Context: an optimization exercise on an open-source flow, tuned for small area, a short achievable clock period and few clock cycles per item. The choices shown serve that exercise and are no tape-out recipe. The RTL was checked by simulation tests, not by an equivalence proof against the original design. Power is estimated from default activity; no workload was simulated.

[design/flow/config.mk]
export PLATFORM = sky130hd
export DESIGN_NAME = slab_pool_chunk_allocator_unit
export DESIGN_NICKNAME = slab_pool_chunk_allocator_unit
export VERILOG_FILES = /design/flow/design.v
export SDC_FILE = /design/flow/constraint.sdc
export NUM_CORES = 8
export LEC_CHECK = 0
export CAP_MARGIN = 20
export CORE_MARGIN = 2
export CORE_UTILIZATION = 45
export CTS_BUF_LIST = sky130_fd_sc_hd__clkbuf_16
export CTS_CLUSTER_DIAMETER = 100
export CTS_CLUSTER_SIZE = 24
export SLEW_MARGIN = 20
export SYNTH_MEMORY_MAX_BITS = 8192
[design/flow/constraint.sdc]
create_clock -name core_clock -period 12.0 [get_ports {clk}]
set_input_delay 2.4000 -clock core_clock [delete_from_list [all_inputs] [get_ports {clk}]]
set_output_delay 2.4000 -clock core_clock [all_outputs]
set_load 0.01 [all_outputs]
[design/flow/flow/run.sh]
#!/bin/bash
# Own layout flow: the standard flow, unchanged (standard synthesis included),
# except that timing repair aims at a setup slack well above zero, so that the
# layout reaches a clock period near the input-to-output floor rather than
# stopping at the 12 ns the constraint asks for. Constraints are the standard flow's.
set -euo pipefail
bash standard.sh synth > synth.log 2>&1
bash standard.sh finish SETUP_SLACK_MARGIN=7.2 > layout.log 2>&1
[design/flow/standard.sh]
#!/bin/bash
# synth_recipe.tcl (not shown) runs the flow's synth.tcl, then flattens the netlist and writes it again
# the make line also repeats each setting of config.mk as NAME=value (left out here)
make -C /OpenROAD-flow-scripts/flow DESIGN_CONFIG=/design/flow/config.mk WORK_HOME=/design/flow/orfs CLKGATE_MAP_FILE= SYNTH_SCRIPT=/design/flow/synth_recipe.tcl "${@:-finish}"
[design/flow/design.v]
package spca_pkg;
  localparam int SLOT_W = 4;
  localparam int IDX_W = 6;
  localparam int HANDLE_W = 10;
  localparam int CNT_W = 7;
  localparam int NSLOT_W = 5;
  localparam logic [NSLOT_W-1:0] NONE_SLOT = 5'd16;
  localparam logic CMD_ALLOC = 1'b0;
  localparam logic CMD_FREE = 1'b1;
  localparam logic STATUS_OK = 1'b0;
  localparam logic STATUS_FULL = 1'b1;
  localparam logic [0:0] REG_CHUNKS = 1'b0;
  localparam logic [0:0] REG_LEVEL = 1'b1;
  typedef struct packed {
    logic cmd;
    logic [HANDLE_W-1:0] handle;
  } in_item_t;
  typedef struct packed {
    logic status;
    logic [HANDLE_W-1:0] alloc_handle;
  } out_item_t;
endpackage
import spca_pkg::*;
module spca_link_mem (
  input  logic clk,
  input  logic rst_n,
  input  logic [15:0] wrow_a,                
  input  logic [15:0] wrow_b,                
  input  logic [spca_pkg::IDX_W-1:0] widx,   
  input  logic [spca_pkg::IDX_W-1:0] wdata,
  input  logic [15:0] rrow,                  
  input  logic [spca_pkg::IDX_W-1:0] ridx,   
  input  logic [63:0] rcol,                  
  output logic [spca_pkg::IDX_W-1:0] rdata
);
  logic [IDX_W-1:0] mem [0:15][0:63];
  logic ph;
  logic [15:0] wa_r, wb_r;
  logic [IDX_W-1:0] wi_r, wd_r;
  always_ff @(posedge clk) begin
    if (!rst_n) begin
      ph <= 1'b0;
      wa_r <= '0;
      wb_r <= '0;
    end else begin
      ph <= ~ph;
      wa_r <= wrow_a;
      wb_r <= wrow_b;
    end
    wi_r <= widx;
    wd_r <= wdata;
  end
  logic [63:0] wcol;
  assign wcol = 64'd1 << wi_r;
  logic [IDX_W-1:0] cdat [0:63];
  always_comb
    for (int i = 0; i < 64; i++) cdat[i] = (wd_r ^ {IDX_W{ph}}) & {IDX_W{wcol[i]}};
  always_ff @(posedge clk) begin
    for (int k = 0; k < 16; k++)
      for (int i = 0; i < 64; i++)
        mem[k][i] <= ~((mem[k][i] & {IDX_W{~(wa_r[k] & wcol[i])}}) |
                       (cdat[i] & {IDX_W{wb_r[k]}}));
  end
  logic [15:0] row;
  logic [63:0] col;
  assign row = rrow;
  assign col = rcol;
  logic [IDX_W-1:0] part [0:15];
  logic [IDX_W-1:0] rsel;
  always_comb begin
    rsel = '0;
    for (int k = 0; k < 16; k++) begin
      part[k] = '0;
      for (int i = 0; i < 64; i++)
        part[k] = part[k] | (mem[k][i] & {IDX_W{col[i]}});
      rsel = rsel | (part[k] & {IDX_W{row[k]}});
    end
  end
  assign rdata = (|(wa_r & rrow) && wi_r == ridx) ? wd_r : rsel ^ {IDX_W{ph}};
endmodule
import spca_pkg::*;
module slab_pool_chunk_allocator_unit (
  input  logic clk,
  input  logic rst_n,
  input  logic in_start,
  output logic in_busy,
  input  spca_pkg::in_item_t in_data,
  output logic out_strobe,
  output spca_pkg::out_item_t out_data,
  input  logic cfg_psel,
  input  logic cfg_penable,
  input  logic cfg_pwrite,
  input  logic [2:0] cfg_paddr,
  input  logic [31:0] cfg_pwdata,
  output logic [31:0] cfg_prdata,
  output logic cfg_pready
);
  localparam int NB = 16;
  logic [6:0] cpb_r;
  logic [5:0] lvl_r;
  logic [IDX_W-1:0] top_r [0:NB-1];
  logic wb_v;
  logic [NB-1:0] wb_oh;
  logic [IDX_W-1:0] wb_val;
  logic [CNT_W-1:0] frd_r [0:NB-1];
  logic [CNT_W-1:0] unt_r [0:NB-1];
  logic [CNT_W-1:0] used_r [0:NB-1];
  logic [NSLOT_W-1:0] nxt_r [0:NB-1];
  logic [NSLOT_W-1:0] prv_r [0:NB-1];
  logic [NB-1:0] busy_r;
  logic [NSLOT_W-1:0] head_r, tail_r;
  logic [NSLOT_W-1:0] live_r;
  logic v_r;
  spca_pkg::in_item_t req_r;
  logic [CNT_W-1:0] eff, effm1, lvlp1;
  logic [NB-1:0] head_oh;
  logic [IDX_W-1:0] h_top;
  logic [63:0] h_col;       
  logic h_exh, h_aex, h_frz;
  logic [CNT_W-1:0] eff_c;
  always_comb begin
    if (cpb_r == 7'd0) eff_c = 7'd1;
    else if (cpb_r > 7'd64) eff_c = 7'd64;
    else eff_c = cpb_r;
  end
  assign in_busy = 1'b0;
  logic is_alloc, is_free;
  assign is_alloc = v_r && req_r.cmd == CMD_ALLOC;
  assign is_free = v_r && req_r.cmd == CMD_FREE;
  wire [SLOT_W-1:0] fs = req_r.handle[HANDLE_W-1:IDX_W];
  wire [IDX_W-1:0] fi = req_r.handle[IDX_W-1:0];
  wire [NSLOT_W-1:0] fs5 = {1'b0, fs};
  wire [SLOT_W-1:0] hs = head_r[SLOT_W-1:0];
  wire hnone = head_r[NSLOT_W-1];
  logic [NB-1:0] fs_oh;     
  function automatic logic [NB-1:0] dec(input logic [NSLOT_W-1:0] x);
    for (int k = 0; k < NB; k++) dec[k] = x == NSLOT_W'(k);
  endfunction
  function automatic logic exh(input logic [CNT_W-1:0] u, f, t, e);
    exh = u >= e || (f == '0 && t == '0);
  endfunction
  function automatic logic aex(input logic [CNT_W-1:0] u, f, t, e);
    aex = CNT_W'(u + 1'b1) >= e || (f == '0 ? t == 7'd1 : (f == 7'd1 && t == '0));
  endfunction
  logic [NB-1:0] exh_k;     
  logic [NB-1:0] aex_k;     
  logic [NB-1:0] frz_k;     
  logic [NB-1:0] ufree_k;   
  always_comb
    for (int k = 0; k < NB; k++) begin
      frz_k[k] = frd_r[k] == '0;
      exh_k[k] = exh(used_r[k], frd_r[k], unt_r[k], eff_c);
      aex_k[k] = aex(used_r[k], frd_r[k], unt_r[k], eff_c);
      ufree_k[k] = busy_r[k] && used_r[k] != '0;
    end
  logic [CNT_W-1:0] h_unt;
  logic [NSLOT_W-1:0] h_nxt;
  logic c0_exh, c0_aex, c0_frz;
  always_comb begin
    h_unt = '0; h_nxt = '0;
    c0_exh = 1'b0; c0_aex = 1'b0; c0_frz = 1'b0;
    for (int k = 0; k < NB; k++) begin
      h_unt |= {CNT_W{head_oh[k]}} & unt_r[k];
      h_nxt |= {NSLOT_W{head_oh[k]}} & nxt_r[k];
      c0_exh |= head_oh[k] & exh_k[k];
      c0_aex |= head_oh[k] & aex_k[k];
      c0_frz |= head_oh[k] & frz_k[k];
    end
  end
  logic [IDX_W-1:0] e_top [0:NB-1];
  always_comb
    for (int k = 0; k < NB; k++) e_top[k] = (wb_v && wb_oh[k]) ? wb_val : top_r[k];
  logic [IDX_W-1:0] n_top;
  logic c3_exh, c3_aex, c3_frz;
  always_comb begin
    n_top = '0;
    c3_exh = 1'b0; c3_aex = 1'b0; c3_frz = 1'b0;
    for (int k = 0; k < NB; k++) begin
      n_top |= {IDX_W{h_nxt == NSLOT_W'(k)}} & e_top[k];
      c3_exh |= h_nxt == NSLOT_W'(k) && exh_k[k];
      c3_aex |= h_nxt == NSLOT_W'(k) && aex_k[k];
      c3_frz |= h_nxt == NSLOT_W'(k) && frz_k[k];
    end
  end
  logic f_ok;
  logic [IDX_W-1:0] f_top;
  logic [NSLOT_W-1:0] f_nxt, f_prv;
  always_comb begin
    f_ok = 1'b0;
    f_top = {IDX_W{|(fs_oh & head_oh)}} & h_top; f_nxt = '0; f_prv = '0;
    for (int k = 0; k < NB; k++) begin
      f_ok |= fs_oh[k] & ufree_k[k];
      f_top |= {IDX_W{fs_oh[k] & !head_oh[k]}} & e_top[k];
      f_nxt |= {NSLOT_W{fs_oh[k]}} & nxt_r[k];
      f_prv |= {NSLOT_W{fs_oh[k]}} & prv_r[k];
    end
  end
  logic [NB-1:0] x_oh;
  logic [CNT_W-1:0] x_used, x_frd, x_unt;
  always_comb begin
    x_oh = req_r.cmd ? fs_oh : head_oh;
    x_used = '0; x_frd = '0; x_unt = '0;
    for (int k = 0; k < NB; k++) begin
      x_used |= {CNT_W{x_oh[k]}} & used_r[k];
      x_frd |= {CNT_W{x_oh[k]}} & frd_r[k];
      x_unt |= {CNT_W{x_oh[k]}} & unt_r[k];
    end
  end
  logic [NB-1:0] lf_oh;
  logic [SLOT_W-1:0] low_free;
  logic any_free;
  always_comb begin
    low_free = '0;
    lf_oh = '0;
    any_free = 1'b0;
    for (int i = NB-1; i >= 0; i--) begin
      if (!busy_r[i]) begin
        low_free = SLOT_W'(i);
        lf_oh = NB'(1) << i;
        any_free = 1'b1;
      end
    end
  end
  logic need_claim, claim, keep, fail, pop, mv, alloc_ok;
  logic [NB-1:0] s_oh;
  logic [SLOT_W-1:0] s;
  logic [NSLOT_W-1:0] s5, nh;
  assign need_claim = hnone || h_exh;
  assign fail = is_alloc && need_claim && !any_free;
  assign claim = is_alloc && need_claim && any_free;
  assign keep = is_alloc && !need_claim;           
  assign alloc_ok = claim || keep;
  assign pop = keep && !h_frz;
  assign s = need_claim ? low_free : hs;
  assign s5 = {1'b0, s};
  assign s_oh = need_claim ? lf_oh : head_oh;
  assign nh = need_claim ? head_r : h_nxt;
  assign mv = claim ? (eff == 7'd1 && NSLOT_W'(live_r + 1'b1) > 5'd1)
                    : (keep && h_aex && live_r > 5'd1);
  logic [IDX_W-1:0] lrd;
  logic [IDX_W-1:0] a_idx;
  assign a_idx = claim ? effm1[IDX_W-1:0] : (!h_frz ? h_top : IDX_W'(h_unt - 1'b1));
  logic dofree, fmove, fz, ftail;
  assign dofree = is_free && f_ok;
  assign fz = x_used == 7'd1;                       
  assign fmove = dofree && fs5 != head_r && (fz || x_used == lvlp1);
  assign ftail = fs5 == tail_r;
  logic [NB-1:0] lwrow;
  logic [NB-1:0] wa_k, wf_k, we_used, we_frd, we_unt, we_top;
  assign lwrow = {NB{is_free}} & fs_oh & ufree_k;
  spca_link_mem u_link (.clk(clk), .rst_n(rst_n), .wrow_a(lwrow), .wrow_b(wf_k),
                        .widx(fi), .wdata(f_top),
                        .rrow(head_oh), .ridx(h_top), .rcol(h_col), .rdata(lrd));
  logic [CNT_W-1:0] used_n, frd_n, unt_n;
  logic [IDX_W-1:0] top_n;
  assign used_n = req_r.cmd ? x_used - 1'b1 : (need_claim ? 7'd1 : x_used + 1'b1);
  assign frd_n = req_r.cmd ? x_frd + 1'b1 : (need_claim ? 7'd0 : x_frd - 1'b1);
  assign unt_n = need_claim ? effm1 : h_unt - 1'b1;
  assign top_n = fi;
  assign wa_k = s_oh & {NB{alloc_ok}};
  assign wf_k = fs_oh & {NB{dofree}};
  assign we_used = wa_k | wf_k;
  assign we_frd = (wa_k & {NB{claim || !h_frz}}) | wf_k;
  assign we_unt = wa_k & {NB{claim || h_frz}};
  assign we_top = wf_k;
  logic [NB-1:0] pa_en, pb_en, pc_en, na_en, nb_en;
  logic [NSLOT_W-1:0] pa_d, pb_d, pc_d, na_d, nb_d;
  logic fmh;                                        
  assign fmh = fmove && !fz;
  always_comb begin
    pa_en = {NB{fmh}} & head_oh;
    pa_d = fs5;
    pb_en = is_alloc ? s_oh & {NB{claim || mv}} : fs_oh & {NB{fmh}};
    pb_d = (is_alloc && mv) ? tail_r : NONE_SLOT;
    if (is_alloc) begin
      pc_en = dec(nh) & {NB{mv || (claim && live_r != '0)}};
      pc_d = mv ? NONE_SLOT : s5;
    end else begin
      pc_en = dec(f_nxt) & {NB{fmove && !ftail}};
      pc_d = f_prv;
    end
    na_en = is_alloc ? s_oh & {NB{claim || mv}} : fs_oh & {NB{fmh}};
    na_d = (is_alloc && mv) ? NONE_SLOT : head_r;
    if (is_alloc) begin
      nb_en = dec(tail_r) & {NB{mv}};
      nb_d = s5;
    end else begin
      nb_en = dec(f_prv) & {NB{fmove}};
      nb_d = f_nxt;
    end
  end
  logic [NSLOT_W-1:0] head_n, tail_n, live_n;
  logic [NB-1:0] head_n_oh;
  logic [IDX_W-1:0] h_top_n;
  logic h_exh_n, h_aex_n, h_frz_n;
  logic [CNT_W-1:0] c1_used, c1_frd, c1_unt;
  assign c1_used = used_n;
  assign c1_frd = req_r.cmd ? frd_n : (h_frz ? x_frd : frd_n);
  assign c1_unt = req_r.cmd ? x_unt : (h_frz ? unt_n : x_unt);
  always_comb begin
    head_n = head_r; tail_n = tail_r; live_n = live_r;
    if (claim) begin
      live_n = live_r + 1'b1;
      if (mv) tail_n = s5;
      else begin
        head_n = s5;
        if (live_r == '0) tail_n = s5;
      end
    end else if (keep && mv) begin
      head_n = nh;
      tail_n = s5;
    end
    if (fmove) begin
      if (ftail) tail_n = f_prv;
      if (fz) begin
        if (live_r != '0) live_n = live_r - 1'b1;
      end else begin
        head_n = fs5;
      end
    end
    head_n_oh = dec(head_n);
    if (claim && !mv) begin                   
      h_exh_n = exh(7'd1, 7'd0, effm1, eff);
      h_aex_n = aex(7'd1, 7'd0, effm1, eff);
      h_frz_n = 1'b1;
    end else if (keep && mv) begin            
      h_exh_n = c3_exh; h_aex_n = c3_aex; h_frz_n = c3_frz;
    end else if (keep || (dofree && (fs5 == head_r || fmh))) begin
      h_exh_n = exh(c1_used, c1_frd, c1_unt, eff);    
      h_aex_n = aex(c1_used, c1_frd, c1_unt, eff);
      h_frz_n = c1_frd == '0;
    end else begin                            
      h_exh_n = c0_exh; h_aex_n = c0_aex; h_frz_n = c0_frz;
    end
    if (dofree && (fs5 == head_r || fmh)) h_top_n = fi;
    else if (keep && mv) h_top_n = n_top;
    else if (pop) h_top_n = lrd;
    else h_top_n = h_top;
  end
  always_ff @(posedge clk) begin
    if (!rst_n) begin
      cpb_r <= 7'd64;
      lvl_r <= 6'd47;
      eff <= 7'd64;
      effm1 <= 7'd63;
      lvlp1 <= 7'd48;
      busy_r <= '0;
      head_r <= NONE_SLOT;
      head_oh <= '0;
      wb_v <= 1'b0;
      h_exh <= 1'b0;
      h_aex <= 1'b0;
      h_frz <= 1'b0;
      tail_r <= NONE_SLOT;
      live_r <= '0;
      v_r <= 1'b0;
      out_strobe <= 1'b0;
      for (int i = 0; i < NB; i++) begin
        frd_r[i] <= '0;
        unt_r[i] <= '0;
        used_r[i] <= '0;
      end
    end else begin
      out_strobe <= v_r;
      eff <= eff_c;
      effm1 <= eff_c - 1'b1;
      lvlp1 <= {1'b0, lvl_r} + 1'b1;
      if (cfg_psel && cfg_penable && cfg_pwrite) begin
        if (cfg_paddr[2] == REG_CHUNKS) cpb_r <= cfg_pwdata[6:0];
        else lvl_r <= cfg_pwdata[5:0];
      end
      v_r <= in_start;
      if (in_start) begin
        req_r <= in_data;
        for (int k = 0; k < NB; k++)
          fs_oh[k] <= in_data.handle[HANDLE_W-1:IDX_W] == SLOT_W'(k);
      end
      for (int k = 0; k < NB; k++) begin
        if (we_used[k]) used_r[k] <= used_n;
        if (we_frd[k]) frd_r[k] <= frd_n;
        if (we_unt[k]) unt_r[k] <= unt_n;
        if (claim && s_oh[k]) busy_r[k] <= 1'b1;
        if (fmove && fz && fs_oh[k]) busy_r[k] <= 1'b0;
      end
      head_r <= head_n;
      head_oh <= head_n_oh;
      tail_r <= tail_n;
      live_r <= live_n;
      h_top <= h_top_n;
      wb_v <= (claim && !mv) || (keep && mv) || fmh;
      wb_oh <= head_oh;
      wb_val <= (mv && pop) ? lrd : h_top;
      h_exh <= h_exh_n;
      h_aex <= h_aex_n;
      h_frz <= h_frz_n;
      if (v_r) begin
        if (is_alloc) out_data <= fail ? {STATUS_FULL, 10'd0} : {STATUS_OK, s, a_idx};
        else out_data <= '0;
      end
    end
  end
  always_ff @(posedge clk) h_col <= 64'd1 << h_top_n;
  always_ff @(posedge clk)
    if (rst_n) for (int k = 0; k < NB; k++) begin
      if (we_top[k]) top_r[k] <= top_n;
      else if (wb_v && wb_oh[k]) top_r[k] <= wb_val;
      if (pa_en[k]) prv_r[k] <= pa_d;
      else if (pb_en[k]) prv_r[k] <= pb_d;
      else if (pc_en[k]) prv_r[k] <= pc_d;
      if (na_en[k]) nxt_r[k] <= na_d;
      else if (nb_en[k]) nxt_r[k] <= nb_d;
    end
  assign cfg_pready = 1'b1;
  assign cfg_prdata = (cfg_paddr[2] == REG_CHUNKS) ? {25'd0, cpb_r} : {26'd0, lvl_r};
endmodule
==> flow_summary_export.csv <==
group,metric,value,unit
synthesis,yosys.area.top_type,"dfxtp_1",
global_routing,grt_max_degree,251,
sta,worst_pin_slew,1.351,ns
synthesis,synth.most_common_cell,"a22oi_1",
worst_setup_path,worstPathMaxFanout,5,
sta,finalCriticalPeriod,5.346,ns
sta,rsz0062_at_grt,"true",
sta,skew,0.1060,ns
placement,dp_slack,5.129,ns
sta,setup_viol,0,
synthesis,avgSynthCellArea,10.54,µm²
synthesis,synth_compound_area_share,31.90,%
placement,dpl.hpwl,891400,µm
min_path,hold_class,"reg2reg",
cts,cts_root_buf,"clkbuf_16",
synthesis,synthMuxAreaShare,1.156,%
cts,clock_latency,1.14,ns
run_status,status,"finished clean",
power_and_ir_drop,power_density,136.8,mW/mm²
final_layout,final_nets,24360,
synthesis,synth_seq_cells,6998,
floorplanning,die-area,0.5914,mm²
synthesis,yosys_most_used_dff,"dfxtp_1",
routing,wl,1492000,µm
synthesis,yosysTopAreaCellShare,50.74,%
final_layout,stdcell_count,32110,
worst_setup_path,end_kind,"primary output",
routing,drt.antenna.violating_nets,0,
worst_setup_path,cp_data_arrival_time,2.95,ns
synthesis,netlist_area,0.2634,mm²
synthesis,synthSimpleGateAreaFrac,6.437,%
cts,clk_pin_slew,0.08,ns
cts,numCtsBuffers,336,
final_layout,fill_cells,52630,
synthesis,synth_common_cells,"6,877 x a22oi_1, 6,676 x dfxtp_1, 1,859 x clkbuf_1",
cts,clock-sinks,6998,
global_routing,grt.total_usage,47.09,%
sta,maxSlewHeadroom,9.234,%
sta,fmax,187.1,MHz
final_layout,regArea,0.1436,mm²
cts,cts_tree,"built",
cts,clockBufferDepth,4,
routing,first_pass_iters,17,
placement,gp_congestion,1.018,
placement,io_buffers,43,
final_layout,drive_above_1_share,11.44,%
synthesis,synth_adder_area_share,1.344,%
cts,h-tree-depth,5,
floorplanning,rows,281,
final_layout,multi_input_area,0.1140,mm²
placement,dp.cells,30970,
synthesis,async_reset_ff_share,0,%
global_routing,overflow,0,
synthesis,synth-xor-area-share,0.5387,%
routing,vias,259000,
worst_setup_path,cp.required,9.60,ns
synthesis,synth_edf_count,322,
global_routing,grt_pass1_vias,226400,
sta,maxSlewViolCount,0,
worst_setup_path,start_kind,"primary input",
sta,min_period_over_period,44.55,%
synthesis,ys_types,104,
synthesis,synth_top_family_by_area,"compound AO/OA/AOI/OAI gates",
synthesis,synth_area_leaders,"dfxtp_1 51%, a22oi_1 20%, a221oi_1 4.6%",
synthesis,yosys_warnings,12,
power_and_ir_drop,max-vdd-ir-drop,127.9,µV
floorplanning,initial_utilization,45.07,%
sta,tns,0,ns
global_routing,grt_pass1_wl,1958000,µm
routing,route.detailed.drc,0,
floorplanning,die-height,769.1,µm
worst_setup_path,critPathKind,"in2out",
routing,post_drt_wl_per_cell,46.48,µm
floorplanning,io_pins,98,
sta,hold_viol,0,
routing,routed_via_density,8.068,
synthesis,ys_seq_area_share,54.41,%
global_routing,antenna_found_initial,162,
run,cap_viol_max_count,0,
synthesis,syn_inst,25000,
routing,dr.first_iter.drc_count,57720,
floorplanning,die-width,769.1,µm
sta,setup_ws,6.654,ns
floorplanning,coreArea,0.5843,mm²
final_layout,area_delta_synth_final,11.31,%
power_and_ir_drop,leakage,0.1394,µW
layer usage:
| metal | share of wire, % | vias up | global-route usage [%] | wire, µm |
|---|---|---|---|---|
| met4 | 9.9 | 117 | 36.64 | 147700 |
| met2 | 38 | 28120 | 62.52 | 566600 |
| met1 | 35 | 126400 | 57.67 | 517700 |
| met3 | 17 | 7367 | 22.64 | 257500 |
| li1 | - | 97000 | - | - |
| met5 | 0.19 | - | 1.786 | 2887 |
power breakdown:
part	total (µW)	switching (µW)	internal (µW)
sequential	23600	105	23500
combinational	3110	2180	930
clock	13400	8170	5280
timing repair:
| action | 4_1_cts | 5_1_grt |
|---|---|---|
| resized for setup | 809 | 342 |
| hold buffers | 0 | 0 |
| pin swaps | 121 | 159 |
| gates cloned | 46 | 15 |
| buffers inserted | 298 | 136 |
| endpoints found under the setup margin | 483 | 213 |
cell type report:
| cell class | instances | area share [%] |
|---|---|---|
| flip-flops and latches | 6998 | 48.99 |
| well taps | 7782 | 3.321 |
| diodes | 233 | 0.1989 |
| inverters | 113 | 0.1524 |
| multi-input cells | 15210 | 38.88 |
| clock buffers | 344 | 2.936 |
| clock inverters | 64 | 0.2108 |
| repair buffers | 1362 | 5.307 |
sequential cells by signal (all words and copies together) (netlist names), 7 cells and up:
| name | count |
|---|---|
| top_r | 96 |
| u_link.mem | 6144 |
| fs_oh | 16 |
| u_link.wb_r | 16 |
| effm1 | 7 |
| wb_oh | 16 |
| u_link.wa_r | 16 |
| used_r | 112 |
| h_col | 64 |
| cpb_r | 7 |
| prv_r | 80 |
| nxt_r | 80 |
| head_oh | 16 |
| unt_r | 112 |
| lvlp1 | 7 |
| req_r | 11 |
| eff | 7 |
| frd_r | 112 |
| out_data | 11 |
| busy_r | 16 |
stage by stage:
| step | hold slack (ns) | util (%) | power (µW) | cell area [µm²] |
|---|---|---|---|---|
| 3_3_place_gp | 0.4275 | 46.48 | 26530 | 271600 |
| 2_1_floorplan | 0.3462 | - | 25240 | 263500 |
| 4_1_cts | 0.4449 | 49.48 | 39450 | 289100 |
| 5_1_grt | 0.4518 | 50.10 | 40520 | 292700 |
| 6_report | 0.4413 | 50.17 | 40120 | 293200 |
| 3_5_place_dp | 0.4305 | 46.48 | 26530 | 271600 |
path summary, 6_finish.rpt:
kind / cells after the start / slack [ns] / startpoint / to
setup / recovery: 3 / 6.65 / cfg_paddr[2] / cfg_prdata[3]
hold / removal: 1 / 0.44 / u_link.mem[27][1]$_DFF_P_ / u_link.mem[27][1]$_DFF_P_
setup reg to reg: 18 / 6.66 / h_col[31]$_SDFF_PP0_ / h_col[4]$_SDFF_PP0_
hold reg to reg: 1 / 0.44 / u_link.mem[27][1]$_DFF_P_ / u_link.mem[27][1]$_DFF_P_
critical path, cell delays in order:
cell    delay, ns
buf_12       0.11
mux2_4       0.31
buf_6        0.12
placed cells by master (no fill, tap or decap), types with 222 or more instances in the layout:
cell       Yosys  layout
a22o_1      1368    1359
a211oi_1     330     328
a21oi_1      289     284
nand2_1     1343    1335
buf_4         29     886
diode_2        0     233
nor2_1       852     763
dfxtp_1     6676    6579
clkbuf_16      0     359
nand3_1      272     268
a221oi_2       2     222
nand4_1      433     433
a22oi_1     6877    6843
a221oi_1    1388    1126
edfxtp_1     322     322
ha_1         283     279
cell families after synthesis:
group                      Yosys count
and+or+nand+nor                   3580
DFF                               6998
other                                2
xor gates and xnor gates           162
buffers and inverters             2820
adders and majority gates          283
AOI/OAI and AO/OA                10860
muxes                              290
Testbench counts, summed over its fixed seeds: cycles 12,016, items 12,000.

-- re-timing with driven ports --
In the flow no input, the clock included, has a driving cell. The finished layout below was timed again as built, in two steps. Step 1: set_driving_cell puts a clkbuf_16 on clk and a buf_2 on each other input, an assumption about the parent block. Step 2 adds t to the input delays and takes it off the output delays; t is the mean of the earliest and latest rising clock arrival at the registers after step 1. Input paths then give back, and output paths get back, about the clock's delay inside the block. Slacks: ideal / step 1 / step 2; pairs: ideal / step 1.
t (ns): 1.229
setup slack, ns: 6.654 / 6.535 / 6.535
worst hold slack (ns): 0.441 / 0.441 / 0.441
worst register clock-pin slew, ns: 0.12 / 0.12
worst data-port slew with drivers (ns): 0.13
After both steps setup and hold are still met in this run. The setup slack of this run moves by -0.119 ns with the drivers and by -0.119 ns with both steps.
